From an optimization exercise on the open Yosys and OpenROAD flow, aimed at small area and a short achievable clock period; shortcuts taken in it are not production practice.
In this exercise RTL edits were held to simulation tests only and were not proved equivalent to the original.
Power and IR drop assume default switching activity.

## oak
Design offload_hub, start of the top module:
module offload_hub (
  input  logic                                                       clk_i,
  input  logic                                                       rst_ni,
  input  logic                                                       acc_qvalid_i,
  output logic                                                       acc_qready_o,
  input  logic [offload_pkg::TargetWidth-1:0]                        acc_qtarget_i,
  input  logic [offload_pkg::IdWidth-1:0]                            acc_qid_i,
  input  logic [offload_pkg::DataWidth-1:0]                          acc_qop_i,
  input  logic [offload_pkg::DataWidth-1:0]                          acc_qarga_i,
  input  logic [offload_pkg::DataWidth-1:0]                          acc_qargb_i,
  output logic                                                       acc_pvalid_o,
  input  logic                                                       acc_pready_i,
  output logic [offload_pkg::IdWidth-1:0]                            acc_pid_o,
  output logic [offload_pkg::DataWidth-1:0]                          acc_pdata_o,
  output logic                                                       acc_perror_o,
  output logic [offload_pkg::NumExt-1:0]                             ext_qvalid_o,
  input  logic [offload_pkg::NumExt-1:0]                             ext_qready_i,
  output logic [offload_pkg::IdWidth-1:0]                            ext_qid_o,
  output logic [offload_pkg::DataWidth-1:0]                          ext_qop_o,
  output logic [offload_pkg::DataWidth-1:0]                          ext_qarga_o,
  output logic [offload_pkg::DataWidth-1:0]                          ext_qargb_o,
  input  logic [offload_pkg::NumExt-1:0]                             ext_pvalid_i,
  output logic [offload_pkg::NumExt-1:0]                             ext_pready_o,
  input  logic [offload_pkg::NumExt-1:0][offload_pkg::IdWidth-1:0]   ext_pid_i,
  input  logic [offload_pkg::NumExt-1:0][offload_pkg::DataWidth-1:0] ext_pdata_i,
  input  logic [offload_pkg::NumExt-1:0]                             ext_perror_i
);
For scale: roughly 2100 cells after synthesis, roughly 420 I/O pins, ~35000 um^2 of cells after synthesis.
==> flow/config.mk <==
export PLATFORM = sky130hd
export DESIGN_NAME = offload_hub
export DESIGN_NICKNAME = offload_hub
export VERILOG_FILES = /design/flow/design.v
export SDC_FILE = /design/flow/constraint.sdc
export NUM_CORES = 4
export LEC_CHECK = 0
export CAP_MARGIN = 20
export CORE_MARGIN = 2
export CORE_UTILIZATION = 65
export CTS_BUF_LIST = sky130_fd_sc_hd__clkbuf_16
export CTS_CLUSTER_DIAMETER = 60
export CTS_CLUSTER_SIZE = 24
export PLACE_DENSITY = 0.75
export SETUP_SLACK_MARGIN = 3.0
export SLEW_MARGIN = 20
export SYNTH_HIERARCHICAL = 1
export SYNTH_MINIMUM_KEEP_SIZE = 0
==> flow/constraint.sdc <==
create_clock -name core_clock -period 7.0 [get_ports {clk_i}]
set_input_delay 1.4000 -clock core_clock [delete_from_list [all_inputs] [get_ports {clk_i}]]
set_output_delay 1.4000 -clock core_clock [all_outputs]
set_load 0.01 [all_outputs]
standard.sh (not shown) runs the stock make flow with config.mk's settings and CLKGATE_MAP_FILE= SYNTH_SCRIPT=/design/flow/synth_recipe.tcl, a recipe that flattens the netlist after the stock synthesis.
==> flow/flow/run.sh <==
#!/bin/bash
# Standard layout, with the port buffers inserted as plain buffers
# (resizable later) instead of the default delay cells.
set -euo pipefail
bash standard.sh synth > synth.log 2>&1
export BUFFER_PORTS_ARGS="-buffer_cell sky130_fd_sc_hd__buf_1"
bash standard.sh finish > layout.log 2>&1
For pine, these inputs were changed with respect to oak:
--- a/flow/design.v
+++ b/flow/design.v
@@ -54,20 +54,50 @@
 module offload_arb_sel (
   input  logic [offload_pkg::NumExt-1:0]                             valid_i,
   input  logic [offload_pkg::NumRsp-1:0]                             en_i,
   input  logic [offload_pkg::NumRsp-1:0][offload_pkg::NumExt-1:0]    blk_i,
   output logic [offload_pkg::NumRsp-1:0]                             sel_o
 );
+  logic [offload_pkg::NumRsp-1:0][offload_pkg::NumExt-1:0] free;   
+  for (genvar i = 0; i < offload_pkg::NumRsp; i++) begin : g_row
+    for (genvar j = 0; j < offload_pkg::NumExt; j++) begin : g_col
+      if (i == j) begin : g_self
+        assign free[i][j] = 1'b1;
+      end else begin : g_other
+        offload_nand2 i_nand (
+          .a_i (valid_i[j]),
+          .b_i (blk_i[i][j]),
+          .y_o (free[i][j])
+        );
+      end
+    end
+  end
   always_comb begin
     for (int i = 0; i < offload_pkg::NumRsp; i++) begin
-      sel_o[i] = en_i[i] & ~|(valid_i & blk_i[i]);
+      sel_o[i] = en_i[i] & (&free[i]);
       if (i < offload_pkg::NumExt) begin
         sel_o[i] = sel_o[i] & valid_i[i];
       end
     end
   end
+endmodule
+module offload_nand2 (
+  input  logic a_i,
+  input  logic b_i,
+  output logic y_o
+);
+  assign y_o = ~(a_i & b_i);
+endmodule
+module offload_ao22 (
+  input  logic a0_i,
+  input  logic b0_i,
+  input  logic a1_i,
+  input  logic b1_i,
+  output logic y_o
+);
+  assign y_o = (a0_i & b0_i) | (a1_i & b1_i);
 endmodule
 `timescale 1ns/10ps
 module offload_hub (
   input  logic                                                       clk_i,
   input  logic                                                       rst_ni,
   input  logic                                                       acc_qvalid_i,
@@ -138,18 +168,26 @@
   assign acc_pvalid_o = |sel;
   always_comb begin
     for (int i = 0; i < offload_pkg::NumExt; i++) begin
       pay[i] = {ext_perror_i[i], ext_pid_i[i], ext_pdata_i[i]};
     end
     pay[4] = {rsp_error_q, rsp_id_q, rsp_data_q};
-    for (int b = 0; b < PW; b++) begin
-      pay_o[b] = 1'b0;
-      for (int i = 0; i < NumRsp; i++) begin
-        pay_o[b] = pay_o[b] | (pay[i][b] & sel_c[b / GrpW][i]);
-      end
-    end
+  end
+  for (genvar b = 0; b < PW; b++) begin : g_pay
+    logic y01, y23;
+    offload_ao22 i_ao01 (
+      .a0_i (sel_c[b / GrpW][0]), .b0_i (pay[0][b]),
+      .a1_i (sel_c[b / GrpW][1]), .b1_i (pay[1][b]),
+      .y_o  (y01)
+    );
+    offload_ao22 i_ao23 (
+      .a0_i (sel_c[b / GrpW][2]), .b0_i (pay[2][b]),
+      .a1_i (sel_c[b / GrpW][3]), .b1_i (pay[3][b]),
+      .y_o  (y23)
+    );
+    assign pay_o[b] = y01 | y23 | (sel_c[b / GrpW][4] & pay[4][b]);
   end
   assign {acc_perror_o, acc_pid_o, acc_pdata_o} = pay_o;
   assign ext_pready_o = sel[3:0] & {4{acc_pready_i}};
   logic                           stall;
   logic                           xfer;
   logic [NumRsp-1:0]              rr_d;
[summary]
Going from oak to pine, the clock skew was found to have gone down by 0.014 ns.
For oak, the highest-delay cell along the critical path was sky130_fd_sc_hd__a222oi_1, unlike pine, where it was sky130_fd_sc_hd__a211o_1.
Cmp pine and oak / average routed wire per standard cell / higher: oak
Number of clock buffers in the layout, pine vs oak: up by a little under 10%
Relative to oak, the global-route usage of pine is lower by 5.9 points.
pine ended with more critical path depth than oak.
In the metrics for pine and oak, the one carrying the lower buffer share of cell area is pine.
The lower register share of total power came out of pine.
[compare] base=oak new=pine: longest individual stage delay on the worst path shows a reduction of 0.17 ns, clock network fraction of design power shows an increase of 0.2 points, setup slack shows an increase of 0.13 ns.

[what the ideal ports hide]
Ports are ideal in the flow. The routed layouts listed here were re-timed in OpenROAD.
Step 1 (the two cells are an assumption about what drives the block):
set clk [get_ports {clk_i}]
set_driving_cell -lib_cell sky130_fd_sc_hd__clkbuf_16 $clk
set_driving_cell -lib_cell sky130_fd_sc_hd__buf_2 [delete_from_list [all_inputs] $clk]
Step 2 times the ports against the registers' clock, not the clock port: input delays grow and output delays shrink by t, the midpoint of the rising clock arrivals with the driver on.
Three values: no drivers, after step 1, after step 2; two values: the first two.
| run | t (ns) | setup WS [ns] | worst hold slack (ns) |
|---|---|---|---|
| oak | 0.691 | 2.665 / 2.548 / 2.212 | 0.557 / 0.557 / 0.557 |
| pine | 0.688 | 2.792 / 2.734 / 2.165 | 0.595 / 0.595 / 0.595 |
After both steps every run listed still meets setup and hold. The setup slack of pine, which loses most, moves by -0.058 ns with the drivers and by -0.627 ns with both steps.
